Source: an optimization exercise on an open RTL-to-GDS flow (aim: small area, a short achievable clock period and few clock cycles). Production flows keep margins and buffers that such runs may drop. Where RTL was checked, it was by simulation tests only, not by an equivalence proof against the original. No functional check of the RTL was part of run 2.

## flow/design.v (module list and top-level ports; edited modules follow where they fit)
// module fa_c: 10 lines
// module ha_c: 9 lines
// module pg_c: 11 lines
// module gg_c: 8 lines
// module ao_c: 7 lines
// module an_c: 7 lines
// module sine_pipe: 3079 lines
// module result_fifo: 42 lines
// module trig_axil_regs: 113 lines
// module trig_top: 77 lines
// module trig_unit: 41 lines
module trig_unit (
	input logic clk,
	input logic reset,
	input logic s_awvalid,
	input logic [3:0] s_awaddr,
	input logic s_wvalid,
	input logic [31:0] s_wdata,
	input logic s_bready,
	input logic s_arvalid,
	input logic [3:0] s_araddr,
	input logic s_rready,
	output logic s_awready,
	output logic s_wready,
	output logic s_bvalid,
	output logic [1:0] s_bresp,
	output logic s_arready,
	output logic s_rvalid,
	output logic [31:0] s_rdata,
	output logic [1:0] s_rresp
);
  // ...
==> flow/flow/run.sh <==
#!/bin/bash
set -euo pipefail
bash standard.sh SETUP_SLACK_MARGIN=5.6 finish > standard_flow.log 2>&1
==> flow/standard.sh <==
#!/bin/bash
# synth_recipe.tcl (not shown) runs the flow's synth.tcl, then flattens the netlist and writes it again
# the make line also repeats each setting of config.mk as NAME=value (left out here)
make -C /OpenROAD-flow-scripts/flow DESIGN_CONFIG=/design/flow/config.mk WORK_HOME=/design/flow/orfs CLKGATE_MAP_FILE= SYNTH_SCRIPT=/design/flow/synth_recipe.tcl "${@:-finish}"
==> flow/config.mk <==
export PLATFORM = sky130hd
export DESIGN_NAME = trig_unit
export DESIGN_NICKNAME = trig_unit
export VERILOG_FILES = /design/flow/design.v
export SDC_FILE = /design/flow/constraint.sdc
export NUM_CORES = 4
export LEC_CHECK = 0
export CAP_MARGIN = 20
export CORE_MARGIN = 2
export CORE_UTILIZATION = 60
export SETUP_SLACK_MARGIN = 5
export SLEW_MARGIN = 20
export SYNTH_HIERARCHICAL = 1
export SYNTH_MINIMUM_KEEP_SIZE = 0
==> flow/constraint.sdc <==
create_clock -name core_clock -period 10.0 [get_ports {clk}]
set_input_delay 2.0000 -clock core_clock [delete_from_list [all_inputs] [get_ports {clk}]]
set_output_delay 2.0000 -clock core_clock [all_outputs]
set_load 0.01 [all_outputs]
==> flow_metrics.env, run 1 <==
export IMPL_status="no timing/DRC/antenna violations"
export IMPL_buffers=121
export IMPL_wl_met3_um=2430
export IMPL_min_path_type="reg2reg"
export IMPL_dieArea_mm2=0.0460
export IMPL_crit_family="adder cells"
export IMPL_finish_utilization_pct=67.4
export IMPL_r2r_cells=14
export IMPL_ant_nets=0
export IMPL_grt_use_total_pct=25.8
export IMPL_cpMaxStageDelayCell="fa_1"
export IMPL_seq_cells=253
export IMPL_grtUsageMet2_pct=46.0
export IMPL_worstMarginPinSlew_ns=0.966
export IMPL_stdcell_area_mm2=0.0296
export IMPL_synth_area_per_cell_um2=10.6
export IMPL_vias=18100
export IMPL_cts_setup_buffers=8
export IMPL_r2r_slack_ns=5.74
export IMPL_clock_area_share_pct=3.57
export IMPL_diodes=0
export IMPL_hold_viol=0
export IMPL_stdcell_count=3175
export IMPL_grt_ovfl_total=0
export IMPL_reg_top3="u_top.u_fifo.mem x72, u_top.u_sine.xx2 x20, u_top.u_sine.a0 x19"
export IMPL_max_cap_violations=0
export IMPL_io_pin_count=88
export IMPL_drtPass1Iterations=5
export IMPL_multiInputCombCellCount=1989
export IMPL_preCtsSetupSlack_ns=4.72
export IMPL_rows=77
Testbench counts, summed over its fixed seeds: cycles 11,258.
==> inputs of run 2 (changes only) <==
--- a/flow/design.v
+++ b/flow/design.v
@@ -86,6 +86,7 @@
 	logic [2:0] dn0;
 	logic n1;
 	logic [17:0] u1;
+	logic [17:0] un1;
 	logic n2;
 	logic [19:0] xx2;
 	logic [17:0] lin2;
@@ -714,49 +715,49 @@
 	logic sq_c167;
 	logic sq_c168;
 	logic sq_c169;
-	ha_c u_sq_w0 (.a((u1[0] & u1[12])), .b((u1[1] & u1[11])), .s(sq_w0), .co(sq_w1));
-	fa_c u_sq_w2 (.a((u1[0] & u1[13])), .b((u1[1] & u1[12])), .c((u1[2] & u1[11])), .s(sq_w2), .co(sq_w3));
-	assign sq_w4 = ~((u1[0] & u1[14]) ^ (u1[1] & u1[13]));
-	assign sq_w5 = (u1[0] & u1[14]) | (u1[1] & u1[13]);
-	fa_c u_sq_w6 (.a((u1[2] & u1[12])), .b((u1[3] & u1[11])), .c((u1[4] & u1[10])), .s(sq_w6), .co(sq_w7));
-	fa_c u_sq_w8 (.a((u1[0] & u1[15])), .b((u1[1] & u1[14])), .c((u1[2] & u1[13])), .s(sq_w8), .co(sq_w9));
-	fa_c u_sq_w10 (.a((u1[3] & u1[12])), .b((u1[4] & u1[11])), .c((u1[5] & u1[10])), .s(sq_w10), .co(sq_w11));
-	fa_c u_sq_w12 (.a((u1[0] & u1[16])), .b((u1[1] & u1[15])), .c((u1[2] & u1[14])), .s(sq_w12), .co(sq_w13));
-	fa_c u_sq_w14 (.a((u1[3] & u1[13])), .b((u1[4] & u1[12])), .c((u1[5] & u1[11])), .s(sq_w14), .co(sq_w15));
-	ha_c u_sq_w16 (.a((u1[6] & u1[10])), .b((u1[7] & u1[9])), .s(sq_w16), .co(sq_w17));
-	fa_c u_sq_w18 (.a((u1[0] & u1[17])), .b((u1[1] & u1[16])), .c((u1[2] & u1[15])), .s(sq_w18), .co(sq_w19));
-	fa_c u_sq_w20 (.a((u1[3] & u1[14])), .b((u1[4] & u1[13])), .c((u1[5] & u1[12])), .s(sq_w20), .co(sq_w21));
-	fa_c u_sq_w22 (.a((u1[6] & u1[11])), .b((u1[7] & u1[10])), .c((u1[9] & ~u1[8])), .s(sq_w22), .co(sq_w23));
-	fa_c u_sq_w24 (.a((u1[1] & u1[17])), .b((u1[2] & u1[16])), .c((u1[3] & u1[15])), .s(sq_w24), .co(sq_w25));
-	fa_c u_sq_w26 (.a((u1[4] & u1[14])), .b((u1[5] & u1[13])), .c((u1[6] & u1[12])), .s(sq_w26), .co(sq_w27));
-	fa_c u_sq_w28 (.a((u1[7] & u1[11])), .b((u1[8] & u1[10])), .c((u1[9] & u1[8])), .s(sq_w28), .co(sq_w29));
-	fa_c u_sq_w30 (.a((u1[2] & u1[17])), .b((u1[3] & u1[16])), .c((u1[4] & u1[15])), .s(sq_w30), .co(sq_w31));
-	fa_c u_sq_w32 (.a((u1[5] & u1[14])), .b((u1[6] & u1[13])), .c((u1[7] & u1[12])), .s(sq_w32), .co(sq_w33));
-	ha_c u_sq_w34 (.a((u1[8] & u1[11])), .b((u1[10] & ~u1[9])), .s(sq_w34), .co(sq_w35));
-	fa_c u_sq_w36 (.a((u1[3] & u1[17])), .b((u1[4] & u1[16])), .c((u1[5] & u1[15])), .s(sq_w36), .co(sq_w37));
-	fa_c u_sq_w38 (.a((u1[6] & u1[14])), .b((u1[7] & u1[13])), .c((u1[8] & u1[12])), .s(sq_w38), .co(sq_w39));
-	ha_c u_sq_w40 (.a((u1[9] & u1[11])), .b((u1[10] & u1[9])), .s(sq_w40), .co(sq_w41));
-	fa_c u_sq_w42 (.a((u1[4] & u1[17])), .b((u1[5] & u1[16])), .c((u1[6] & u1[15])), .s(sq_w42), .co(sq_w43));
-	fa_c u_sq_w44 (.a((u1[7] & u1[14])), .b((u1[8] & u1[13])), .c((u1[9] & u1[12])), .s(sq_w44), .co(sq_w45));
-	fa_c u_sq_w46 (.a((u1[5] & u1[17])), .b((u1[6] & u1[16])), .c((u1[7] & u1[15])), .s(sq_w46), .co(sq_w47));
-	ha_c u_sq_w48 (.a((u1[8] & u1[14])), .b((u1[9] & u1[13])), .s(sq_w48), .co(sq_w49));
-	fa_c u_sq_w50 (.a((u1[6] & u1[17])), .b((u1[7] & u1[16])), .c((u1[8] & u1[15])), .s(sq_w50), .co(sq_w51));
-	ha_c u_sq_w52 (.a((u1[7] & u1[17])), .b((u1[8] & u1[16])), .s(sq_w52), .co(sq_w53));
-	ha_c u_sq_w54 (.a((u1[0] & u1[8])), .b((u1[1] & u1[7])), .s(sq_w54), .co(sq_w55));
-	fa_c u_sq_w56 (.a((u1[0] & u1[9])), .b((u1[1] & u1[8])), .c((u1[2] & u1[7])), .s(sq_w56), .co(sq_w57));
-	fa_c u_sq_w58 (.a((u1[0] & u1[10])), .b((u1[1] & u1[9])), .c((u1[2] & u1[8])), .s(sq_w58), .co(sq_w59));
-	ha_c u_sq_w60 (.a((u1[3] & u1[7])), .b((u1[4] & u1[6])), .s(sq_w60), .co(sq_w61));
-	fa_c u_sq_w62 (.a((u1[0] & u1[11])), .b((u1[1] & u1[10])), .c((u1[2] & u1[9])), .s(sq_w62), .co(sq_w63));
-	fa_c u_sq_w64 (.a((u1[3] & u1[8])), .b((u1[4] & u1[7])), .c((u1[6] & ~u1[5])), .s(sq_w64), .co(sq_w65));
-	fa_c u_sq_w66 (.a((u1[2] & u1[10])), .b((u1[3] & u1[9])), .c((u1[4] & u1[8])), .s(sq_w66), .co(sq_w67));
-	fa_c u_sq_w68 (.a((u1[5] & u1[7])), .b((u1[6] & u1[5])), .c(sq_w0), .s(sq_w68), .co(sq_w69));
-	fa_c u_sq_w70 (.a((u1[3] & u1[10])), .b((u1[4] & u1[9])), .c((u1[5] & u1[8])), .s(sq_w70), .co(sq_w71));
-	fa_c u_sq_w72 (.a((u1[7] & ~u1[6])), .b(sq_w1), .c(sq_w2), .s(sq_w72), .co(sq_w73));
-	fa_c u_sq_w74 (.a((u1[5] & u1[9])), .b((u1[6] & u1[8])), .c((u1[7] & u1[6])), .s(sq_w74), .co(sq_w75));
+	ha_c u_sq_w0 (.a((~(un1[0] | un1[12]))), .b((~(un1[1] | un1[11]))), .s(sq_w0), .co(sq_w1));
+	fa_c u_sq_w2 (.a((~(un1[0] | un1[13]))), .b((~(un1[1] | un1[12]))), .c((~(un1[2] | un1[11]))), .s(sq_w2), .co(sq_w3));
+	assign sq_w4 = ~((~(un1[0] | un1[14])) ^ (~(un1[1] | un1[13])));
+	assign sq_w5 = (~(un1[0] | un1[14])) | (~(un1[1] | un1[13]));
+	fa_c u_sq_w6 (.a((~(un1[2] | un1[12]))), .b((~(un1[3] | un1[11]))), .c((~(un1[4] | un1[10]))), .s(sq_w6), .co(sq_w7));
+	fa_c u_sq_w8 (.a((~(un1[0] | un1[15]))), .b((~(un1[1] | un1[14]))), .c((~(un1[2] | un1[13]))), .s(sq_w8), .co(sq_w9));
+	fa_c u_sq_w10 (.a((~(un1[3] | un1[12]))), .b((~(un1[4] | un1[11]))), .c((~(un1[5] | un1[10]))), .s(sq_w10), .co(sq_w11));
+	fa_c u_sq_w12 (.a((~(un1[0] | un1[16]))), .b((~(un1[1] | un1[15]))), .c((~(un1[2] | un1[14]))), .s(sq_w12), .co(sq_w13));
+	fa_c u_sq_w14 (.a((~(un1[3] | un1[13]))), .b((~(un1[4] | un1[12]))), .c((~(un1[5] | un1[11]))), .s(sq_w14), .co(sq_w15));
+	ha_c u_sq_w16 (.a((~(un1[6] | un1[10]))), .b((~(un1[7] | un1[9]))), .s(sq_w16), .co(sq_w17));
+	fa_c u_sq_w18 (.a((~(un1[0] | un1[17]))), .b((~(un1[1] | un1[16]))), .c((~(un1[2] | un1[15]))), .s(sq_w18), .co(sq_w19));
+	fa_c u_sq_w20 (.a((~(un1[3] | un1[14]))), .b((~(un1[4] | un1[13]))), .c((~(un1[5] | un1[12]))), .s(sq_w20), .co(sq_w21));
+	fa_c u_sq_w22 (.a((~(un1[6] | un1[11]))), .b((~(un1[7] | un1[10]))), .c((~(un1[9] | u1[8]))), .s(sq_w22), .co(sq_w23));
+	fa_c u_sq_w24 (.a((~(un1[1] | un1[17]))), .b((~(un1[2] | un1[16]))), .c((~(un1[3] | un1[15]))), .s(sq_w24), .co(sq_w25));
+	fa_c u_sq_w26 (.a((~(un1[4] | un1[14]))), .b((~(un1[5] | un1[13]))), .c((~(un1[6] | un1[12]))), .s(sq_w26), .co(sq_w27));
+	fa_c u_sq_w28 (.a((~(un1[7] | un1[11]))), .b((~(un1[8] | un1[10]))), .c((~(un1[9] | un1[8]))), .s(sq_w28), .co(sq_w29));
+	fa_c u_sq_w30 (.a((~(un1[2] | un1[17]))), .b((~(un1[3] | un1[16]))), .c((~(un1[4] | un1[15]))), .s(sq_w30), .co(sq_w31));
+	fa_c u_sq_w32 (.a((~(un1[5] | un1[14]))), .b((~(un1[6] | un1[13]))), .c((~(un1[7] | un1[12]))), .s(sq_w32), .co(sq_w33));
+	ha_c u_sq_w34 (.a((~(un1[8] | un1[11]))), .b((~(un1[10] | u1[9]))), .s(sq_w34), .co(sq_w35));
+	fa_c u_sq_w36 (.a((~(un1[3] | un1[17]))), .b((~(un1[4] | un1[16]))), .c((~(un1[5] | un1[15]))), .s(sq_w36), .co(sq_w37));
+	fa_c u_sq_w38 (.a((~(un1[6] | un1[14]))), .b((~(un1[7] | un1[13]))), .c((~(un1[8] | un1[12]))), .s(sq_w38), .co(sq_w39));
+	ha_c u_sq_w40 (.a((~(un1[9] | un1[11]))), .b((~(un1[10] | un1[9]))), .s(sq_w40), .co(sq_w41));
+	fa_c u_sq_w42 (.a((~(un1[4] | un1[17]))), .b((~(un1[5] | un1[16]))), .c((~(un1[6] | un1[15]))), .s(sq_w42), .co(sq_w43));
+	fa_c u_sq_w44 (.a((~(un1[7] | un1[14]))), .b((~(un1[8] | un1[13]))), .c((~(un1[9] | un1[12]))), .s(sq_w44), .co(sq_w45));
+	fa_c u_sq_w46 (.a((~(un1[5] | un1[17]))), .b((~(un1[6] | un1[16]))), .c((~(un1[7] | un1[15]))), .s(sq_w46), .co(sq_w47));
+	ha_c u_sq_w48 (.a((~(un1[8] | un1[14]))), .b((~(un1[9] | un1[13]))), .s(sq_w48), .co(sq_w49));
+	fa_c u_sq_w50 (.a((~(un1[6] | un1[17]))), .b((~(un1[7] | un1[16]))), .c((~(un1[8] | un1[15]))), .s(sq_w50), .co(sq_w51));
+	ha_c u_sq_w52 (.a((~(un1[7] | un1[17]))), .b((~(un1[8] | un1[16]))), .s(sq_w52), .co(sq_w53));
+	ha_c u_sq_w54 (.a((~(un1[0] | un1[8]))), .b((~(un1[1] | un1[7]))), .s(sq_w54), .co(sq_w55));
+	fa_c u_sq_w56 (.a((~(un1[0] | un1[9]))), .b((~(un1[1] | un1[8]))), .c((~(un1[2] | un1[7]))), .s(sq_w56), .co(sq_w57));
+	fa_c u_sq_w58 (.a((~(un1[0] | un1[10]))), .b((~(un1[1] | un1[9]))), .c((~(un1[2] | un1[8]))), .s(sq_w58), .co(sq_w59));
+	ha_c u_sq_w60 (.a((~(un1[3] | un1[7]))), .b((~(un1[4] | un1[6]))), .s(sq_w60), .co(sq_w61));
+	fa_c u_sq_w62 (.a((~(un1[0] | un1[11]))), .b((~(un1[1] | un1[10]))), .c((~(un1[2] | un1[9]))), .s(sq_w62), .co(sq_w63));
+	fa_c u_sq_w64 (.a((~(un1[3] | un1[8]))), .b((~(un1[4] | un1[7]))), .c((~(un1[6] | u1[5]))), .s(sq_w64), .co(sq_w65));
+	fa_c u_sq_w66 (.a((~(un1[2] | un1[10]))), .b((~(un1[3] | un1[9]))), .c((~(un1[4] | un1[8]))), .s(sq_w66), .co(sq_w67));
+	fa_c u_sq_w68 (.a((~(un1[5] | un1[7]))), .b((~(un1[6] | un1[5]))), .c(sq_w0), .s(sq_w68), .co(sq_w69));
+	fa_c u_sq_w70 (.a((~(un1[3] | un1[10]))), .b((~(un1[4] | un1[9]))), .c((~(un1[5] | un1[8]))), .s(sq_w70), .co(sq_w71));
+	fa_c u_sq_w72 (.a((~(un1[7] | u1[6]))), .b(sq_w1), .c(sq_w2), .s(sq_w72), .co(sq_w73));
+	fa_c u_sq_w74 (.a((~(un1[5] | un1[9]))), .b((~(un1[6] | un1[8]))), .c((~(un1[7] | un1[6]))), .s(sq_w74), .co(sq_w75));
 	fa_c u_sq_w76 (.a(sq_w3), .b(sq_w4), .c(sq_w6), .s(sq_w76), .co(sq_w77));
-	fa_c u_sq_w78 (.a((u1[6] & u1[9])), .b((u1[8] & ~u1[7])), .c(sq_w5), .s(sq_w78), .co(sq_w79));
+	fa_c u_sq_w78 (.a((~(un1[6] | un1[9]))), .b((~(un1[8] | u1[7]))), .c(sq_w5), .s(sq_w78), .co(sq_w79));
 	fa_c u_sq_w80 (.a(sq_w7), .b(sq_w8), .c(sq_w10), .s(sq_w80), .co(sq_w81));
-	fa_c u_sq_w82 (.a((u1[8] & u1[7])), .b(sq_w16), .c(sq_w9), .s(sq_w82), .co(sq_w83));
+	fa_c u_sq_w82 (.a((~(un1[8] | un1[7]))), .b(sq_w16), .c(sq_w9), .s(sq_w82), .co(sq_w83));
 	fa_c u_sq_w84 (.a(sq_w11), .b(sq_w12), .c(sq_w14), .s(sq_w84), .co(sq_w85));
 	fa_c u_sq_w86 (.a(sq_w17), .b(sq_w13), .c(sq_w15), .s(sq_w86), .co(sq_w87));
 	fa_c u_sq_w88 (.a(sq_w18), .b(sq_w20), .c(sq_w22), .s(sq_w88), .co(sq_w89));
@@ -766,25 +767,25 @@
 	fa_c u_sq_w96 (.a(sq_w29), .b(sq_w30), .c(sq_w32), .s(sq_w96), .co(sq_w97));
 	fa_c u_sq_w98 (.a(sq_w35), .b(sq_w40), .c(sq_w31), .s(sq_w98), .co(sq_w99));
 	fa_c u_sq_w100 (.a(sq_w33), .b(sq_w36), .c(sq_w38), .s(sq_w100), .co(sq_w101));
-	fa_c u_sq_w102 (.a((u1[11] & ~u1[10])), .b(sq_w41), .c(sq_w37), .s(sq_w102), .co(sq_w103));
+	fa_c u_sq_w102 (.a((~(un1[11] | u1[10]))), .b(sq_w41), .c(sq_w37), .s(sq_w102), .co(sq_w103));
 	fa_c u_sq_w104 (.a(sq_w39), .b(sq_w42), .c(sq_w44), .s(sq_w104), .co(sq_w105));
-	fa_c u_sq_w106 (.a((u1[10] & u1[12])), .b((u1[11] & u1[10])), .c(sq_w48), .s(sq_w106), .co(sq_w107));
+	fa_c u_sq_w106 (.a((~(un1[10] | un1[12]))), .b((~(un1[11] | un1[10]))), .c(sq_w48), .s(sq_w106), .co(sq_w107));
 	fa_c u_sq_w108 (.a(sq_w43), .b(sq_w45), .c(sq_w46), .s(sq_w108), .co(sq_w109));
-	fa_c u_sq_w110 (.a((u1[9] & u1[14])), .b((u1[10] & u1[13])), .c((u1[12] & ~u1[11])), .s(sq_w110), .co(sq_w111));
+	fa_c u_sq_w110 (.a((~(un1[9] | un1[14]))), .b((~(un1[10] | un1[13]))), .c((~(un1[12] | u1[11]))), .s(sq_w110), .co(sq_w111));
 	fa_c u_sq_w112 (.a(sq_w49), .b(sq_w47), .c(sq_w50), .s(sq_w112), .co(sq_w113));
-	fa_c u_sq_w114 (.a((u1[9] & u1[15])), .b((u1[10] & u1[14])), .c((u1[11] & u1[13])), .s(sq_w114), .co(sq_w115));
-	fa_c u_sq_w116 (.a((u1[12] & u1[11])), .b(sq_w52), .c(sq_w51), .s(sq_w116), .co(sq_w117));
-	fa_c u_sq_w118 (.a((u1[8] & u1[17])), .b((u1[9] & u1[16])), .c((u1[10] & u1[15])), .s(sq_w118), .co(sq_w119));
-	fa_c u_sq_w120 (.a((u1[11] & u1[14])), .b((u1[13] & ~u1[12])), .c(sq_w53), .s(sq_w120), .co(sq_w121));
-	fa_c u_sq_w122 (.a((u1[9] & u1[17])), .b((u1[10] & u1[16])), .c((u1[11] & u1[15])), .s(sq_w122), .co(sq_w123));
-	ha_c u_sq_w124 (.a((u1[12] & u1[14])), .b((u1[13] & u1[12])), .s(sq_w124), .co(sq_w125));
-	fa_c u_sq_w126 (.a((u1[10] & u1[17])), .b((u1[11] & u1[16])), .c((u1[12] & u1[15])), .s(sq_w126), .co(sq_w127));
-	ha_c u_sq_w128 (.a((u1[11] & u1[17])), .b((u1[12] & u1[16])), .s(sq_w128), .co(sq_w129));
-	ha_c u_sq_w130 (.a((u1[0] & u1[6])), .b((u1[1] & u1[5])), .s(sq_w130), .co(sq_w131));
-	fa_c u_sq_w132 (.a((u1[0] & u1[7])), .b((u1[1] & u1[6])), .c((u1[2] & u1[5])), .s(sq_w132), .co(sq_w133));
-	fa_c u_sq_w134 (.a((u1[2] & u1[6])), .b((u1[3] & u1[5])), .c((u1[4] & u1[3])), .s(sq_w134), .co(sq_w135));
-	fa_c u_sq_w136 (.a((u1[3] & u1[6])), .b((u1[5] & ~u1[4])), .c(sq_w55), .s(sq_w136), .co(sq_w137));
-	fa_c u_sq_w138 (.a((u1[5] & u1[4])), .b(sq_w60), .c(sq_w57), .s(sq_w138), .co(sq_w139));
+	fa_c u_sq_w114 (.a((~(un1[9] | un1[15]))), .b((~(un1[10] | un1[14]))), .c((~(un1[11] | un1[13]))), .s(sq_w114), .co(sq_w115));
+	fa_c u_sq_w116 (.a((~(un1[12] | un1[11]))), .b(sq_w52), .c(sq_w51), .s(sq_w116), .co(sq_w117));
+	fa_c u_sq_w118 (.a((~(un1[8] | un1[17]))), .b((~(un1[9] | un1[16]))), .c((~(un1[10] | un1[15]))), .s(sq_w118), .co(sq_w119));
+	fa_c u_sq_w120 (.a((~(un1[11] | un1[14]))), .b((~(un1[13] | u1[12]))), .c(sq_w53), .s(sq_w120), .co(sq_w121));
+	fa_c u_sq_w122 (.a((~(un1[9] | un1[17]))), .b((~(un1[10] | un1[16]))), .c((~(un1[11] | un1[15]))), .s(sq_w122), .co(sq_w123));
+	ha_c u_sq_w124 (.a((~(un1[12] | un1[14]))), .b((~(un1[13] | un1[12]))), .s(sq_w124), .co(sq_w125));
+	fa_c u_sq_w126 (.a((~(un1[10] | un1[17]))), .b((~(un1[11] | un1[16]))), .c((~(un1[12] | un1[15]))), .s(sq_w126), .co(sq_w127));
+	ha_c u_sq_w128 (.a((~(un1[11] | un1[17]))), .b((~(un1[12] | un1[16]))), .s(sq_w128), .co(sq_w129));
+	ha_c u_sq_w130 (.a((~(un1[0] | un1[6]))), .b((~(un1[1] | un1[5]))), .s(sq_w130), .co(sq_w131));
+	fa_c u_sq_w132 (.a((~(un1[0] | un1[7]))), .b((~(un1[1] | un1[6]))), .c((~(un1[2] | un1[5]))), .s(sq_w132), .co(sq_w133));
+	fa_c u_sq_w134 (.a((~(un1[2] | un1[6]))), .b((~(un1[3] | un1[5]))), .c((~(un1[4] | un1[3]))), .s(sq_w134), .co(sq_w135));
+	fa_c u_sq_w136 (.a((~(un1[3] | un1[6]))), .b((~(un1[5] | u1[4]))), .c(sq_w55), .s(sq_w136), .co(sq_w137));
+	fa_c u_sq_w138 (.a((~(un1[5] | un1[4]))), .b(sq_w60), .c(sq_w57), .s(sq_w138), .co(sq_w139));
 	fa_c u_sq_w140 (.a(sq_w61), .b(sq_w59), .c(sq_w62), .s(sq_w140), .co(sq_w141));
 	fa_c u_sq_w142 (.a(sq_w63), .b(sq_w65), .c(sq_w66), .s(sq_w142), .co(sq_w143));
 	fa_c u_sq_w144 (.a(sq_w67), .b(sq_w70), .c(sq_w69), .s(sq_w144), .co(sq_w145));
@@ -801,14 +802,14 @@
 	fa_c u_sq_w166 (.a(sq_w111), .b(sq_w114), .c(sq_w116), .s(sq_w166), .co(sq_w167));
 	fa_c u_sq_w168 (.a(sq_w115), .b(sq_w118), .c(sq_w120), .s(sq_w168), .co(sq_w169));
 	fa_c u_sq_w170 (.a(sq_w124), .b(sq_w119), .c(sq_w122), .s(sq_w170), .co(sq_w171));
-	fa_c u_sq_w172 (.a((u1[14] & ~u1[13])), .b(sq_w125), .c(sq_w123), .s(sq_w172), .co(sq_w173));
-	fa_c u_sq_w174 (.a((u1[13] & u1[15])), .b((u1[14] & u1[13])), .c(sq_w128), .s(sq_w174), .co(sq_w175));
-	fa_c u_sq_w176 (.a((u1[12] & u1[17])), .b((u1[13] & u1[16])), .c((u1[15] & ~u1[14])), .s(sq_w176), .co(sq_w177));
-	ha_c u_sq_w178 (.a((u1[13] & u1[17])), .b((u1[14] & u1[16])), .s(sq_w178), .co(sq_w179));
-	ha_c u_sq_w180 (.a((u1[0] & u1[4])), .b((u1[1] & u1[3])), .s(sq_w180), .co(sq_w181));
-	fa_c u_sq_w182 (.a((u1[0] & u1[5])), .b((u1[1] & u1[4])), .c((u1[3] & ~u1[2])), .s(sq_w182), .co(sq_w183));
-	fa_c u_sq_w184 (.a((u1[2] & u1[4])), .b((u1[3] & u1[2])), .c(sq_w130), .s(sq_w184), .co(sq_w185));
-	fa_c u_sq_w186 (.a((u1[4] & ~u1[3])), .b(sq_w131), .c(sq_w132), .s(sq_w186), .co(sq_w187));
+	fa_c u_sq_w172 (.a((~(un1[14] | u1[13]))), .b(sq_w125), .c(sq_w123), .s(sq_w172), .co(sq_w173));
+	fa_c u_sq_w174 (.a((~(un1[13] | un1[15]))), .b((~(un1[14] | un1[13]))), .c(sq_w128), .s(sq_w174), .co(sq_w175));
+	fa_c u_sq_w176 (.a((~(un1[12] | un1[17]))), .b((~(un1[13] | un1[16]))), .c((~(un1[15] | u1[14]))), .s(sq_w176), .co(sq_w177));
+	ha_c u_sq_w178 (.a((~(un1[13] | un1[17]))), .b((~(un1[14] | un1[16]))), .s(sq_w178), .co(sq_w179));
+	ha_c u_sq_w180 (.a((~(un1[0] | un1[4]))), .b((~(un1[1] | un1[3]))), .s(sq_w180), .co(sq_w181));
+	fa_c u_sq_w182 (.a((~(un1[0] | un1[5]))), .b((~(un1[1] | un1[4]))), .c((~(un1[3] | u1[2]))), .s(sq_w182), .co(sq_w183));
+	fa_c u_sq_w184 (.a((~(un1[2] | un1[4]))), .b((~(un1[3] | un1[2]))), .c(sq_w130), .s(sq_w184), .co(sq_w185));
+	fa_c u_sq_w186 (.a((~(un1[4] | u1[3]))), .b(sq_w131), .c(sq_w132), .s(sq_w186), .co(sq_w187));
 	fa_c u_sq_w188 (.a(sq_w54), .b(sq_w133), .c(sq_w134), .s(sq_w188), .co(sq_w189));
 	fa_c u_sq_w190 (.a(sq_w135), .b(sq_w56), .c(sq_w136), .s(sq_w190), .co(sq_w191));
 	fa_c u_sq_w192 (.a(sq_w58), .b(sq_w137), .c(sq_w138), .s(sq_w192), .co(sq_w193));
@@ -831,12 +832,12 @@
 	fa_c u_sq_w226 (.a(sq_w126), .b(sq_w172), .c(sq_w171), .s(sq_w226), .co(sq_w227));
 	fa_c u_sq_w228 (.a(sq_w127), .b(sq_w174), .c(sq_w173), .s(sq_w228), .co(sq_w229));
 	fa_c u_sq_w230 (.a(sq_w129), .b(sq_w176), .c(sq_w175), .s(sq_w230), .co(sq_w231));
-	fa_c u_sq_w232 (.a((u1[15] & u1[14])), .b(sq_w178), .c(sq_w177), .s(sq_w232), .co(sq_w233));
-	fa_c u_sq_w234 (.a((u1[14] & u1[17])), .b((u1[16] & ~u1[15])), .c(sq_w179), .s(sq_w234), .co(sq_w235));
-	ha_c u_sq_w236 (.a((u1[15] & u1[17])), .b((u1[16] & u1[15])), .s(sq_w236), .co(sq_w237));
-	ha_c u_sq_p3 (.a((u1[0] & u1[2])), .b((u1[1] & u1[0])), .s(sq_p3), .co(sq_g3));
-	ha_c u_sq_p4 (.a((u1[0] & u1[3])), .b((u1[2] & ~u1[1])), .s(sq_p4), .co(sq_g4));
-	ha_c u_sq_p5 (.a(sq_w180), .b((u1[2] & u1[1])), .s(sq_p5), .co(sq_g5));
+	fa_c u_sq_w232 (.a((~(un1[15] | un1[14]))), .b(sq_w178), .c(sq_w177), .s(sq_w232), .co(sq_w233));
+	fa_c u_sq_w234 (.a((~(un1[14] | un1[17]))), .b((~(un1[16] | u1[15]))), .c(sq_w179), .s(sq_w234), .co(sq_w235));
+	ha_c u_sq_w236 (.a((~(un1[15] | un1[17]))), .b((~(un1[16] | un1[15]))), .s(sq_w236), .co(sq_w237));
+	ha_c u_sq_p3 (.a((~(un1[0] | un1[2]))), .b((~(un1[1] | un1[0]))), .s(sq_p3), .co(sq_g3));
+	ha_c u_sq_p4 (.a((~(un1[0] | un1[3]))), .b((~(un1[2] | u1[1]))), .s(sq_p4), .co(sq_g4));
+	ha_c u_sq_p5 (.a(sq_w180), .b((~(un1[2] | un1[1]))), .s(sq_p5), .co(sq_g5));
 	ha_c u_sq_p6 (.a(sq_w181), .b(sq_w182), .s(sq_p6), .co(sq_g6));
 	ha_c u_sq_p7 (.a(sq_w183), .b(sq_w184), .s(sq_p7), .co(sq_g7));
 	ha_c u_sq_p8 (.a(sq_w185), .b(sq_w186), .s(sq_p8), .co(sq_g8));
@@ -865,7 +866,7 @@
 	ha_c u_sq_p31 (.a(sq_w231), .b(sq_w232), .s(sq_p31), .co(sq_g31));
 	ha_c u_sq_p32 (.a(sq_w233), .b(sq_w234), .s(sq_p32), .co(sq_g32));
 	ha_c u_sq_p33 (.a(sq_w235), .b(sq_w236), .s(sq_p33), .co(sq_g33));
-	ha_c u_sq_p34 (.a(sq_w237), .b((u1[17] & ~u1[16])), .s(sq_p34), .co(sq_g34));
+	ha_c u_sq_p34 (.a(sq_w237), .b((~(un1[17] | u1[16]))), .s(sq_p34), .co(sq_g34));
 	pg_c u_sq_c64 (.gh(sq_g15), .ph(sq_p15), .gl(sq_g14), .pl(sq_p14), .g(sq_c64), .p(sq_c65));
 	pg_c u_sq_c66 (.gh(sq_g13), .ph(sq_p13), .gl(sq_g12), .pl(sq_p12), .g(sq_c66), .p(sq_c67));
 	pg_c u_sq_c68 (.gh(sq_c64), .ph(sq_c65), .gl(sq_c66), .pl(sq_c67), .g(sq_c68), .p(sq_c69));
@@ -876,7 +877,7 @@
 	pg_c u_sq_c78 (.gh(sq_g7), .ph(sq_p7), .gl(sq_g6), .pl(sq_p6), .g(sq_c78), .p(sq_c79));
 	pg_c u_sq_c80 (.gh(sq_g5), .ph(sq_p5), .gl(sq_g4), .pl(sq_p4), .g(sq_c80), .p(sq_c81));
 	pg_c u_sq_c82 (.gh(sq_c78), .ph(sq_c79), .gl(sq_c80), .pl(sq_c81), .g(sq_c82), .p(sq_c83));
-	an_c u_sq_c84 (.ph(sq_p3), .pl((u1[1] & ~u1[0])), .p(sq_c84));
+	an_c u_sq_c84 (.ph(sq_p3), .pl((~(un1[1] | u1[0]))), .p(sq_c84));
 	gg_c u_sq_c85 (.gh(sq_c82), .ph(sq_c83), .gl(sq_g3), .g(sq_c85));
 	gg_c u_sq_c86 (.gh(sq_c76), .ph(sq_c77), .gl(sq_c85), .g(sq_c86));
 	pg_c u_sq_c87 (.gh(sq_g17), .ph(sq_p17), .gl(sq_g16), .pl(sq_p16), .g(sq_c87), .p(sq_c88));
@@ -898,8 +899,8 @@
 	pg_c u_sq_c113 (.gh(sq_g29), .ph(sq_p29), .gl(sq_g28), .pl(sq_p28), .g(sq_c113), .p(sq_c114));
 	pg_c u_sq_c115 (.gh(sq_g31), .ph(sq_p31), .gl(sq_g30), .pl(sq_p30), .g(sq_c115), .p(sq_c116));
 	pg_c u_sq_c117 (.gh(sq_g33), .ph(sq_p33), .gl(sq_g32), .pl(sq_p32), .g(sq_c117), .p(sq_c118));
-	ao_c u_sq_c119 (.ph((u1[17] & u1[16])), .gl(sq_g34), .g(sq_c119));
-	an_c u_sq_c120 (.ph((u1[17] & u1[16])), .pl(sq_p34), .p(sq_c120));
+	ao_c u_sq_c119 (.ph((~(un1[17] | un1[16]))), .gl(sq_g34), .g(sq_c119));
+	an_c u_sq_c120 (.ph((~(un1[17] | un1[16]))), .pl(sq_p34), .p(sq_c120));
 	pg_c u_sq_c121 (.gh(sq_g24), .ph(sq_p24), .gl(sq_c107), .pl(sq_c108), .g(sq_c121), .p(sq_c122));
 	pg_c u_sq_c123 (.gh(sq_c109), .ph(sq_c110), .gl(sq_c107), .pl(sq_c108), .g(sq_c123), .p(sq_c124));
 	pg_c u_sq_c125 (.gh(sq_g28), .ph(sq_p28), .gl(sq_c111), .pl(sq_c112), .g(sq_c125), .p(sq_c126));
@@ -931,7 +932,7 @@
 	gg_c u_sq_c167 (.gh(sq_c149), .ph(sq_c150), .gl(sq_c106), .g(sq_c167));
 	gg_c u_sq_c168 (.gh(sq_c151), .ph(sq_c152), .gl(sq_c106), .g(sq_c168));
 	gg_c u_sq_c169 (.gh(sq_c153), .ph(sq_c154), .gl(sq_c106), .g(sq_c169));
-	assign xxw = {(u1[17] & u1[16]) ^ sq_c169, sq_p34 ^ sq_c168, sq_p33 ^ sq_c167, sq_p32 ^ sq_c166, sq_p31 ^ sq_c165, sq_p30 ^ sq_c164, sq_p29 ^ sq_c163, sq_p28 ^ sq_c162, sq_p27 ^ sq_c161, sq_p26 ^ sq_c160, sq_p25 ^ sq_c159, sq_p24 ^ sq_c158, sq_p23 ^ sq_c157, sq_p22 ^ sq_c106, sq_p21 ^ sq_c105, sq_p20 ^ sq_c104, sq_p19 ^ sq_c103, sq_p18 ^ sq_c102, sq_p17 ^ sq_c101, sq_p16 ^ sq_c86};
+	assign xxw = {(~(un1[17] | un1[16])) ^ sq_c169, sq_p34 ^ sq_c168, sq_p33 ^ sq_c167, sq_p32 ^ sq_c166, sq_p31 ^ sq_c165, sq_p30 ^ sq_c164, sq_p29 ^ sq_c163, sq_p28 ^ sq_c162, sq_p27 ^ sq_c161, sq_p26 ^ sq_c160, sq_p25 ^ sq_c159, sq_p24 ^ sq_c158, sq_p23 ^ sq_c157, sq_p22 ^ sq_c106, sq_p21 ^ sq_c105, sq_p20 ^ sq_c104, sq_p19 ^ sq_c103, sq_p18 ^ sq_c102, sq_p17 ^ sq_c101, sq_p16 ^ sq_c86};
 	logic ln_w0;
 	logic ln_w1;
 	logic ln_w2;
@@ -1297,25 +1298,25 @@
 	logic ln_c160;
 	logic ln_c161;
 	logic ln_c162;
-	ha_c u_ln_w0 (.a(~u1[15]), .b(u1[13]), .s(ln_w0), .co(ln_w1));
-	fa_c u_ln_w2 (.a(~u1[16]), .b(u1[14]), .c(~u1[12]), .s(ln_w2), .co(ln_w3));
-	ha_c u_ln_w4 (.a(~u1[7]), .b(u1[5]), .s(ln_w4), .co(ln_w5));
-	fa_c u_ln_w6 (.a(~u1[17]), .b(u1[15]), .c(~u1[13]), .s(ln_w6), .co(ln_w7));
-	ha_c u_ln_w8 (.a(~u1[8]), .b(u1[6]), .s(ln_w8), .co(ln_w9));
-	fa_c u_ln_w10 (.a(u1[16]), .b(~u1[14]), .c(~u1[9]), .s(ln_w10), .co(ln_w11));
+	ha_c u_ln_w0 (.a(un1[15]), .b(u1[13]), .s(ln_w0), .co(ln_w1));
+	fa_c u_ln_w2 (.a(un1[16]), .b(u1[14]), .c(un1[12]), .s(ln_w2), .co(ln_w3));
+	ha_c u_ln_w4 (.a(un1[7]), .b(u1[5]), .s(ln_w4), .co(ln_w5));
+	fa_c u_ln_w6 (.a(un1[17]), .b(u1[15]), .c(un1[13]), .s(ln_w6), .co(ln_w7));
+	ha_c u_ln_w8 (.a(un1[8]), .b(u1[6]), .s(ln_w8), .co(ln_w9));
+	fa_c u_ln_w10 (.a(u1[16]), .b(un1[14]), .c(un1[9]), .s(ln_w10), .co(ln_w11));
 	ha_c u_ln_w12 (.a(u1[7]), .b(u1[4]), .s(ln_w12), .co(ln_w13));
-	fa_c u_ln_w14 (.a(u1[17]), .b(~u1[15]), .c(~u1[10]), .s(ln_w14), .co(ln_w15));
+	fa_c u_ln_w14 (.a(u1[17]), .b(un1[15]), .c(un1[10]), .s(ln_w14), .co(ln_w15));
 	ha_c u_ln_w16 (.a(u1[8]), .b(u1[5]), .s(ln_w16), .co(ln_w17));
-	ha_c u_ln_w18 (.a(~u1[16]), .b(~u1[11]), .s(ln_w18), .co(ln_w19));
-	ha_c u_ln_w20 (.a(~u1[17]), .b(~u1[12]), .s(ln_w20), .co(ln_w21));
-	ha_c u_ln_w22 (.a(~u1[9]), .b(u1[7]), .s(ln_w22), .co(ln_w23));
-	ha_c u_ln_w24 (.a(~u1[10]), .b(u1[8]), .s(ln_w24), .co(ln_w25));
-	fa_c u_ln_w26 (.a(~u1[11]), .b(u1[9]), .c(~u1[7]), .s(ln_w26), .co(ln_w27));
-	fa_c u_ln_w28 (.a(~u1[12]), .b(u1[10]), .c(~u1[8]), .s(ln_w28), .co(ln_w29));
-	fa_c u_ln_w30 (.a(~u1[13]), .b(u1[11]), .c(~u1[9]), .s(ln_w30), .co(ln_w31));
-	fa_c u_ln_w32 (.a(~u1[14]), .b(u1[12]), .c(~u1[10]), .s(ln_w32), .co(ln_w33));
-	ha_c u_ln_w34 (.a(~u1[5]), .b(u1[3]), .s(ln_w34), .co(ln_w35));
-	fa_c u_ln_w36 (.a(~u1[11]), .b(~u1[6]), .c(u1[4]), .s(ln_w36), .co(ln_w37));
+	ha_c u_ln_w18 (.a(un1[16]), .b(un1[11]), .s(ln_w18), .co(ln_w19));
+	ha_c u_ln_w20 (.a(un1[17]), .b(un1[12]), .s(ln_w20), .co(ln_w21));
+	ha_c u_ln_w22 (.a(un1[9]), .b(u1[7]), .s(ln_w22), .co(ln_w23));
+	ha_c u_ln_w24 (.a(un1[10]), .b(u1[8]), .s(ln_w24), .co(ln_w25));
+	fa_c u_ln_w26 (.a(un1[11]), .b(u1[9]), .c(un1[7]), .s(ln_w26), .co(ln_w27));
+	fa_c u_ln_w28 (.a(un1[12]), .b(u1[10]), .c(un1[8]), .s(ln_w28), .co(ln_w29));
+	fa_c u_ln_w30 (.a(un1[13]), .b(u1[11]), .c(un1[9]), .s(ln_w30), .co(ln_w31));
+	fa_c u_ln_w32 (.a(un1[14]), .b(u1[12]), .c(un1[10]), .s(ln_w32), .co(ln_w33));
+	ha_c u_ln_w34 (.a(un1[5]), .b(u1[3]), .s(ln_w34), .co(ln_w35));
+	fa_c u_ln_w36 (.a(un1[11]), .b(un1[6]), .c(u1[4]), .s(ln_w36), .co(ln_w37));
 	assign ln_w38 = ~(u1[1] ^ ln_w0);
 	assign ln_w39 = u1[1] | ln_w0;
 	assign ln_w40 = ~(u1[2] ^ u1[0]);
@@ -1334,33 +1335,33 @@
 	fa_c u_ln_w60 (.a(u1[10]), .b(u1[7]), .c(u1[5]), .s(ln_w60), .co(ln_w61));
 	assign ln_w62 = ~(ln_w19 ^ ln_w20);
 	assign ln_w63 = ln_w19 | ln_w20;
-	fa_c u_ln_w64 (.a(~u1[13]), .b(u1[11]), .c(u1[8]), .s(ln_w64), .co(ln_w65));
+	fa_c u_ln_w64 (.a(un1[13]), .b(u1[11]), .c(u1[8]), .s(ln_w64), .co(ln_w65));
 	ha_c u_ln_w66 (.a(u1[6]), .b(ln_w21), .s(ln_w66), .co(ln_w67));
-	fa_c u_ln_w68 (.a(~u1[14]), .b(u1[12]), .c(u1[9]), .s(ln_w68), .co(ln_w69));
+	fa_c u_ln_w68 (.a(un1[14]), .b(u1[12]), .c(u1[9]), .s(ln_w68), .co(ln_w69));
 	assign ln_w70 = ~u1[7];
 	assign ln_w71 = u1[7];
-	fa_c u_ln_w72 (.a(~u1[15]), .b(u1[13]), .c(u1[10]), .s(ln_w72), .co(ln_w73));
+	fa_c u_ln_w72 (.a(un1[15]), .b(u1[13]), .c(u1[10]), .s(ln_w72), .co(ln_w73));
 	assign ln_w74 = ~u1[8];
 	assign ln_w75 = u1[8];
-	fa_c u_ln_w76 (.a(~u1[16]), .b(u1[14]), .c(u1[11]), .s(ln_w76), .co(ln_w77));
+	fa_c u_ln_w76 (.a(un1[16]), .b(u1[14]), .c(u1[11]), .s(ln_w76), .co(ln_w77));
 	assign ln_w78 = ~u1[9];
 	assign ln_w79 = u1[9];
-	fa_c u_ln_w80 (.a(~u1[17]), .b(u1[15]), .c(u1[12]), .s(ln_w80), .co(ln_w81));
+	fa_c u_ln_w80 (.a(un1[17]), .b(u1[15]), .c(u1[12]), .s(ln_w80), .co(ln_w81));
 	assign ln_w82 = ~u1[10];
 	assign ln_w83 = u1[10];
 	ha_c u_ln_w84 (.a(u1[16]), .b(u1[13]), .s(ln_w84), .co(ln_w85));
 	ha_c u_ln_w86 (.a(u1[17]), .b(u1[14]), .s(ln_w86), .co(ln_w87));
-	ha_c u_ln_w88 (.a(~u1[4]), .b(u1[2]), .s(ln_w88), .co(ln_w89));
-	ha_c u_ln_w90 (.a(~u1[5]), .b(u1[3]), .s(ln_w90), .co(ln_w91));
-	ha_c u_ln_w92 (.a(~u1[6]), .b(u1[4]), .s(ln_w92), .co(ln_w93));
-	ha_c u_ln_w94 (.a(~u1[7]), .b(u1[5]), .s(ln_w94), .co(ln_w95));
-	ha_c u_ln_w96 (.a(~u1[8]), .b(u1[6]), .s(ln_w96), .co(ln_w97));
-	assign ln_w98 = ~(~u1[5] ^ ~u1[0]);
-	assign ln_w99 = ~u1[5] | ~u1[0];
-	fa_c u_ln_w100 (.a(~u1[6]), .b(~u1[1]), .c(ln_w23), .s(ln_w100), .co(ln_w101));
-	fa_c u_ln_w102 (.a(~u1[2]), .b(u1[0]), .c(ln_w25), .s(ln_w102), .co(ln_w103));
-	fa_c u_ln_w104 (.a(~u1[3]), .b(u1[1]), .c(ln_w27), .s(ln_w104), .co(ln_w105));
-	fa_c u_ln_w106 (.a(~u1[4]), .b(u1[2]), .c(ln_w29), .s(ln_w106), .co(ln_w107));
+	ha_c u_ln_w88 (.a(un1[4]), .b(u1[2]), .s(ln_w88), .co(ln_w89));
+	ha_c u_ln_w90 (.a(un1[5]), .b(u1[3]), .s(ln_w90), .co(ln_w91));
+	ha_c u_ln_w92 (.a(un1[6]), .b(u1[4]), .s(ln_w92), .co(ln_w93));
+	ha_c u_ln_w94 (.a(un1[7]), .b(u1[5]), .s(ln_w94), .co(ln_w95));
+	ha_c u_ln_w96 (.a(un1[8]), .b(u1[6]), .s(ln_w96), .co(ln_w97));
+	assign ln_w98 = ~(un1[5] ^ un1[0]);
+	assign ln_w99 = un1[5] | un1[0];
+	fa_c u_ln_w100 (.a(un1[6]), .b(un1[1]), .c(ln_w23), .s(ln_w100), .co(ln_w101));
+	fa_c u_ln_w102 (.a(un1[2]), .b(u1[0]), .c(ln_w25), .s(ln_w102), .co(ln_w103));
+	fa_c u_ln_w104 (.a(un1[3]), .b(u1[1]), .c(ln_w27), .s(ln_w104), .co(ln_w105));
+	fa_c u_ln_w106 (.a(un1[4]), .b(u1[2]), .c(ln_w29), .s(ln_w106), .co(ln_w107));
 	fa_c u_ln_w108 (.a(u1[0]), .b(ln_w34), .c(ln_w31), .s(ln_w108), .co(ln_w109));
 	fa_c u_ln_w110 (.a(ln_w35), .b(ln_w33), .c(ln_w36), .s(ln_w110), .co(ln_w111));
 	fa_c u_ln_w112 (.a(ln_w37), .b(ln_w40), .c(ln_w39), .s(ln_w112), .co(ln_w113));
@@ -1380,12 +1381,12 @@
 	assign ln_w138 = ~(u1[15] ^ u1[13]);
 	assign ln_w139 = u1[15] | u1[13];
 	ha_c u_ln_w140 (.a(u1[16]), .b(u1[14]), .s(ln_w140), .co(ln_w141));
-	assign ln_w142 = ~~u1[0];
-	assign ln_w143 = ~u1[0];
-	fa_c u_ln_w144 (.a(~u1[1]), .b(ln_w89), .c(ln_w90), .s(ln_w144), .co(ln_w145));
-	fa_c u_ln_w146 (.a(~u1[2]), .b(ln_w91), .c(ln_w92), .s(ln_w146), .co(ln_w147));
-	fa_c u_ln_w148 (.a(~u1[3]), .b(ln_w93), .c(ln_w94), .s(ln_w148), .co(ln_w149));
-	fa_c u_ln_w150 (.a(~u1[4]), .b(ln_w95), .c(ln_w96), .s(ln_w150), .co(ln_w151));
+	assign ln_w142 = ~un1[0];
+	assign ln_w143 = un1[0];
+	fa_c u_ln_w144 (.a(un1[1]), .b(ln_w89), .c(ln_w90), .s(ln_w144), .co(ln_w145));
+	fa_c u_ln_w146 (.a(un1[2]), .b(ln_w91), .c(ln_w92), .s(ln_w146), .co(ln_w147));
+	fa_c u_ln_w148 (.a(un1[3]), .b(ln_w93), .c(ln_w94), .s(ln_w148), .co(ln_w149));
+	fa_c u_ln_w150 (.a(un1[4]), .b(ln_w95), .c(ln_w96), .s(ln_w150), .co(ln_w151));
 	fa_c u_ln_w152 (.a(ln_w97), .b(ln_w22), .c(ln_w98), .s(ln_w152), .co(ln_w153));
 	fa_c u_ln_w154 (.a(ln_w24), .b(ln_w99), .c(ln_w100), .s(ln_w154), .co(ln_w155));
 	fa_c u_ln_w156 (.a(ln_w26), .b(ln_w101), .c(ln_w102), .s(ln_w156), .co(ln_w157));
@@ -1414,9 +1415,9 @@
 	assign ln_w199 = u1[16];
 	assign ln_w200 = ~u1[17];
 	assign ln_w201 = u1[17];
-	ha_c u_ln_p0 (.a(~u1[0]), .b(~n1), .s(ln_p0), .co(ln_g0));
-	ha_c u_ln_p2 (.a(~u1[2]), .b(u1[0]), .s(ln_p2), .co(ln_g2));
-	ha_c u_ln_p3 (.a(~u1[3]), .b(u1[1]), .s(ln_p3), .co(ln_g3));
+	ha_c u_ln_p0 (.a(un1[0]), .b(~n1), .s(ln_p0), .co(ln_g0));
+	ha_c u_ln_p2 (.a(un1[2]), .b(u1[0]), .s(ln_p2), .co(ln_g2));
+	ha_c u_ln_p3 (.a(un1[3]), .b(u1[1]), .s(ln_p3), .co(ln_g3));
 	ha_c u_ln_p4 (.a(ln_w142), .b(ln_w88), .s(ln_p4), .co(ln_g4));
 	ha_c u_ln_p5 (.a(ln_w143), .b(ln_w144), .s(ln_p5), .co(ln_g5));
 	ha_c u_ln_p6 (.a(ln_w145), .b(ln_w146), .s(ln_p6), .co(ln_g6));
@@ -1458,7 +1459,7 @@
 	pg_c u_ln_c82 (.gh(ln_g5), .ph(ln_p5), .gl(ln_g4), .pl(ln_p4), .g(ln_c82), .p(ln_c83));
 	pg_c u_ln_c84 (.gh(ln_c80), .ph(ln_c81), .gl(ln_c82), .pl(ln_c83), .g(ln_c84), .p(ln_c85));
 	pg_c u_ln_c86 (.gh(ln_g3), .ph(ln_p3), .gl(ln_g2), .pl(ln_p2), .g(ln_c86), .p(ln_c87));
-	ao_c u_ln_c88 (.ph(~u1[1]), .gl(ln_g0), .g(ln_c88));
+	ao_c u_ln_c88 (.ph(un1[1]), .gl(ln_g0), .g(ln_c88));
 	gg_c u_ln_c89 (.gh(ln_c86), .ph(ln_c87), .gl(ln_c88), .g(ln_c89));
 	gg_c u_ln_c90 (.gh(ln_c84), .ph(ln_c85), .gl(ln_c89), .g(ln_c90));
 	gg_c u_ln_c91 (.gh(ln_c78), .ph(ln_c79), .gl(ln_c90), .g(ln_c91));
@@ -3127,6 +3128,7 @@
 		dn0 <= dnw;
 		n1 <= nw;
 		u1 <= uw;
+		un1 <= ~uw;
 		n2 <= n1;
 		xx2 <= xxw;
 		lin2 <= linw;
==> run 2 against run 1 <==
Net effect: critical path depth down 1; sequential share of layout area increased by 0.72 points; synthesized cell count increased by 2.4%; still clean; clock skew grew 0.0090 ns; via count grew 1.4%; register-to-register slack lost 0.04 ns; maximum frequency is 0.90% lower.
==> flow_metrics.env, run 2 <==
export IMPL_vias=18300
export IMPL_rows=77
export IMPL_grt_pass1_vias=19300
export IMPL_grt_start_max_net_pins=27
export IMPL_r2r_end="u_top.u_fifo.mem[0][16]"
export IMPL_ys_warn_count=10
export IMPL_drt_iter0_markers=1024
export IMPL_reg_top3="u_top.u_fifo.mem x72, u_top.u_sine.xx2 x20, u_top.u_sine.a0 x19"
export IMPL_ant_nets=0
export IMPL_place_gp_congestion=0.869
export IMPL_dp_hpwl_um=46300
export IMPL_slew_violations=0
export IMPL_max_slew_margin_pct=31.4
export IMPL_nFillCells=3492
export IMPL_critPathMaxFanout=7
export IMPL_grt_use_total_pct=27.1
export IMPL_nets=3321
export IMPL_crit_path_frequent_cell="a21o_1"
export IMPL_cp_num_buf_inv=1
export IMPL_r2r_start="u_top.u_sine.v4[5]"
export IMPL_end_kind="flop"
export IMPL_hold_viol=0
export IMPL_cpPeakStageDelay_ns=0.64
export IMPL_h_tree_depth=1
export IMPL_top_register="u_top.u_fifo.mem"
export IMPL_whs_ns=0.328
export IMPL_port_buffers=74
export IMPL_holdCritStartpoint="u_top.u_sine.n3"
export IMPL_coreArea_mm2=0.0444
export IMPL_min_to="u_top.u_sine.n4"
export IMPL_grt_first_pass_wirelength_um=101000
export IMPL_grt_ovfl_total=0
export IMPL_r2r_slack_ns=5.70
export IMPL_io_pin_count=88
export IMPL_wl_um=61100
export IMPL_path_cells="inv_1 > fa_1 > fa_1 > fa_2 > ha_4 > and2_4 > a21o_1 > a21o_1 > a21o_4 > a21o_4 > a21o_1 > xor2_2 > nand2b_1"
export IMPL_antenna_found_initial=0
export IMPL_cpMaxStageDelayCell="fa_2"
export IMPL_setup_viol=0
export IMPL_synth_area_per_cell_um2=10.6
export IMPL_cts_tree="yes"
export IMPL_max_cap_violations=0
export IMPL_layout_commonest_cell="fa_1"
export IMPL_finalSetupTns_ns=0
export IMPL_period_needed_ns=4.30
export IMPL_worstMarginPinSlew_ns=1.03
export IMPL_die_w_um=217
export IMPL_worst_skew_pair_late_latency_ns=0.58
export IMPL_cp_start_kind="flop"
export IMPL_dieArea_mm2=0.0470
export IMPL_vias_per_cell=5.69
export IMPL_die_height_um=217
export IMPL_wl_per_cell_um=19.0
export IMPL_whs_path_depth=0
export IMPL_diodes=0
export IMPL_finalCritPeriodShare_pct=43.0
export IMPL_drc=0
export IMPL_root_buffer="clkbuf_16"
export IMPL_synth_cells=2558
export IMPL_numCtsBuffers=31
export IMPL_min_path_type="reg2reg"
export IMPL_status="no timing/DRC/antenna violations"
export IMPL_largest_reg_flops=72
export IMPL_mostFrequentLayoutCells="385 x fa_1, 291 x a21o_1, 279 x ha_1"
export IMPL_path_depth=13
export IMPL_crit_family="adder cells"
export IMPL_start_util_pct=61.1
export IMPL_clock_sinks=271
export IMPL_critical_path_class="reg2reg"
export IMPL_arrival_ns=4.60
export IMPL_cts_path_max_buffers=3
export IMPL_syn_area_mm2=0.0271
export IMPL_rsz0062_at_grt="yes"
export IMPL_crit_required_ns=10.30
export IMPL_drive_gt1_share_pct=7.61
export IMPL_drtPass1Iterations=5
export IMPL_r2r_cells=13
export IMPL_fin_skew_ns=0.0159
export IMPL_stdcell_area_mm2=0.0301
export IMPL_finish_utilization_pct=67.7
export IMPL_area_growth_pct=10.8
export IMPL_clk_pin_slew_worst_paths_ns=0.06
export IMPL_fmax_ghz=0.233
export IMPL_placedInstanceArea_mm2=0.0282
-- run 2: layout make-up --
cell class	instances	area, um2	area share [%]
Tap cell	592	741	2.46
Sequential cell	271	6450	21.4
Inverter	159	609	2.03
Clock inverter	24	313	1.04
Multi-Input combinational cell	2013	19900	66.3
Clock buffer	34	797	2.65
Timing Repair Buffer	127	1220	4.07
-- run 2: worst register-to-register path, cell delays in order, from the launching register on --
cell      delay (ns)
dfxtp_1         0.50
inv_1           0.19
fa_1            0.53
fa_1            0.45
fa_2            0.64
ha_4            0.21
and2_4          0.15
a21o_1          0.19
a21o_1          0.17
a21o_4          0.22
a21o_4          0.23
a21o_1          0.20
xor2_2          0.16
nand2b_1        0.16
-- run 2: per-layer routing --
| layer | vias up | GRT usage, % | part of all wire (%) |
|---|---|---|---|
| met5 | - | 0 | 0 |
| met2 | 382 | 44.0 | 47 |
| met3 | 75 | 2.57 | 4.2 |
| met1 | 9242 | 39.6 | 47 |
| met4 | 0 | 6.55 | 2.1 |
| li1 | 8624 | - | - |
-- run 2: timing repair --
action / CTS / global route
gates cloned: 1 / 1
pin swaps: 1 / 11
resized for setup: 77 / 54
endpoints found under the setup margin: 136 / 118
hold buffers: 0 / 0
setup buffers: 12 / 25
-- run 2: per-stage QoR --
stage | cells | setup slack, ns
after floorplan | 2561 | 5.61
after global placement | 3123 | 5.07
after detailed placement | 3123 | 5.01
after CTS | 3194 | 5.60
after global routing | 3220 | 5.56
final | 3220 | 5.70
-- run 2: worst max path at each step --
| stage | start | to | slack (ns) |
|---|---|---|---|
| floorplan | u_top.u_sine.un1[14] | u_top.u_sine.xx2[19] | 5.61 |
| global placement | u_top.u_sine.v4[9] | u_top.u_fifo.mem[0][8] | 5.07 |
| detailed placement | u_top.u_sine.v4[9] | u_top.u_fifo.mem[2][8] | 5.01 |
| CTS | u_top.u_sine.v4[11] | u_top.u_fifo.mem[0][16] | 5.60 |
| global route | u_top.u_sine.up0[0] | u_top.u_sine.un1[2] | 5.56 |
| finish | u_top.u_sine.v4[5] | u_top.u_fifo.mem[0][16] | 5.70 |

==> static timing again, ports no longer ideal <==
In the flow no input, the clock included, has a driving cell. The finished layouts below were timed again as built, in two steps. Step 1, drivers: a clkbuf_16 drives clk and a buf_2 each remaining input, both assumed. Step 2, shift: input delay + t, output delay - t, t = (earliest + latest rising clock arrival at the registers) / 2. This alone moves slack from input paths to output paths. Slacks: ideal / step 1 / step 2; pairs: ideal / step 1.
run | shift t [ns] | setup WS [ns] | slew at the worst register clock pin (ns) | worst data-port slew with drivers (ns)
run 1 | 0.628 | 5.738 / 5.738 / 5.435 | 0.06 / 0.06 | 0.05
run 2 | 0.639 | 5.699 / 5.699 / 5.391 | 0.07 / 0.07 | 0.08
After both steps every run listed still meets setup and hold. The setup slack of run 2, which loses most, moves by 0.000 ns with the drivers and by -0.308 ns with both steps.
